Context: an optimization exercise on an open-source flow, tuned for small area, a short achievable clock period and few clock cycles. The choices shown serve that exercise and are no tape-out recipe.
Function was checked by simulation only, so behaviour that the tests miss may differ from the original.
Power figures rest on the tool's default switching activity, not on a simulated workload.

==> flow/design.v (excerpt) <==
module bitmap_run_allocator
(
   input  logic              clock,
   input  logic              reset,
   input  logic              start,
   output logic              busy,
   input  logic [bra_pkg::CMD_W-1:0]  req_command,
   input  logic [bra_pkg::IDX_W-1:0]  req_bit_index,
   input  logic [bra_pkg::CNT_W-1:0]  req_run_length,
   output logic              rsp_strobe,
   output logic              rsp_found,
   output logic [bra_pkg::IDX_W-1:0]  rsp_result_index,
   output logic              rsp_bit_value,
   output logic [bra_pkg::CNT_W-1:0]  rsp_free_count,
   output logic              rsp_index_error,
   input  logic              csr_wr_en,
   input  logic [bra_pkg::CNT_W-1:0]  csr_wr_data
);
Size: about 1300 flip-flops, roughly 65 I/O pins, roughly 68000 sq um of cells after synthesis.
Settings: LEC_CHECK=0, ABC_AREA=1, CAP_MARGIN=20, CORE_MARGIN=2, CORE_UTILIZATION=30, SETUP_SLACK_MARGIN=5, SLEW_MARGIN=20; clock period 11.0 ns.
run.sh (not shown) runs the stock make flow with config.mk's settings and CLKGATE_MAP_FILE= SYNTH_SCRIPT=/design/flow/synth_recipe.tcl, a recipe that flattens the netlist after the stock synthesis.
Testbench counts at the start, summed over its fixed seeds: cycles 24,686.
Change:
--- a/flow/design.v
+++ b/flow/design.v
@@ -139,18 +139,12 @@
    logic                rbval_ff;
    logic                rerr_ff;
    logic [CNT_W-1:0]    rfree_ff;
    logic [IDX_W-1:0]    rv_base_ff;
    logic [CNT_W-1:0]    rd_ff;
    logic                rsub_ff;
-   logic                o_strobe_ff;
-   logic                o_found_ff;
-   logic [IDX_W-1:0]    o_index_ff;
-   logic                o_bval_ff;
-   logic [CNT_W-1:0]    o_free_ff;
-   logic                o_err_ff;
    logic [RB-1:0]    row_eff;
    logic [RB-1:0]    row_free;
    logic             row_any;
    always_comb begin
       row_eff = '0;
       for (int r = 0; r < RC; r++) begin
@@ -485,13 +479,12 @@
          init_ff     <= 1'b0;
          irow_ff     <= '0;
          busy_ff     <= 1'b0;
          xv_ff       <= 1'b0;
          qv_ff       <= 1'b0;
          rv_ff       <= 1'b0;
-         o_strobe_ff <= 1'b0;
       end else begin
          rst_q_ff <= 1'b0;
          full_ff  <= full_next;
          if (rst_q_ff || init_ff) begin
             run2_ff <= '1;
             run4_ff <= '1;
@@ -522,13 +515,12 @@
             qv_ff <= qv_ff || accept;
          end
          if (csr_wr_en)    busy_ff <= 1'b1;
          else if (init_ff) busy_ff <= irow_ff != ROW_W'(RC - 1);
          else              busy_ff <= !x_free && (qv_ff || accept);
          rv_ff       <= x_done;
-         o_strobe_ff <= rv_ff;
       end
    end
    always_ff @(posedge clock) begin
       xidx_ff <= ld_idx;
       if (x_free) begin
          x_mark_ff  <= ld_cmd == CMD_MARK;
@@ -558,20 +550,15 @@
       rbval_ff   <= e_bval;
       rerr_ff    <= e_err;
       rfree_ff   <= free_next;
       rv_base_ff <= e_base;
       rd_ff      <= e_d;
       rsub_ff    <= e_sub;
-      o_found_ff <= rfound_ff;
-      o_bval_ff  <= rbval_ff;
-      o_err_ff   <= rerr_ff;
-      o_free_ff  <= rfree_ff;
-      o_index_ff <= rsub_ff ? rv_base_ff - IDX_W'(rd_ff) : rv_base_ff + IDX_W'(rd_ff);
    end
    assign busy             = busy_ff;
-   assign rsp_strobe       = o_strobe_ff;
-   assign rsp_found        = o_found_ff;
-   assign rsp_result_index = o_index_ff;
-   assign rsp_bit_value    = o_bval_ff;
-   assign rsp_free_count   = o_free_ff;
-   assign rsp_index_error  = o_err_ff;
+   assign rsp_strobe       = rv_ff;
+   assign rsp_found        = rfound_ff;
+   assign rsp_result_index = rsub_ff ? rv_base_ff - IDX_W'(rd_ff) : rv_base_ff + IDX_W'(rd_ff);
+   assign rsp_bit_value    = rbval_ff;
+   assign rsp_free_count   = rfree_ff;
+   assign rsp_index_error  = rerr_ff;
 endmodule
The changed run ran to the end with no violations.
Cell area fell by 2.3%.
Die area fell by 1.5%.
Worst setup slack improves by 0.014 ns.
First-iteration DRC count fell by 6.1%.
Fmax is about the same.
Area after synthesis fell by 1.5%.
Worst hold slack improves by 0.17 ns.
Sequential power fell by about 2%.
Count of clock-buffer cells in the layout rose by 6.
Routed wire length fell by 9.7%.
Total power fell by 5.4%.
Critical path depth rose by 2.
Utilization fell by 0.13 points.
Clock power fell by 4.7%.
Testbench counts after the change, summed over its fixed seeds: cycles 24,678.

==> port drivers added, routing unchanged <==
The flow's constraints put no driver on any port. The routed layouts listed below were extracted and timed again, unchanged, in two steps.
Step 1 assumes that a clkbuf_16 drives the clock port and a buf_2 every other input.
Step 2 adds t to the input delays and takes it off the output delays; t is the mean of the earliest and latest rising clock arrival at the registers after step 1. Input paths then give back, and output paths get back, about the clock's delay inside the block.
Three values: no drivers, after step 1, after step 2; two values: the first two.
run	t, ns	setup slack, ns	worst setup path at the end	pins driven straight from the clock port
the first run	0.886	5.089 / 5.089 / 4.504	input to register	1
the second run	0.892	5.102 / 5.102 / 4.435	input to register	1
After both steps setup and hold are still met in every run listed. For the second run, which loses most, drivers alone change the setup slack by 0.000 ns; drivers and shift together by -0.667 ns.
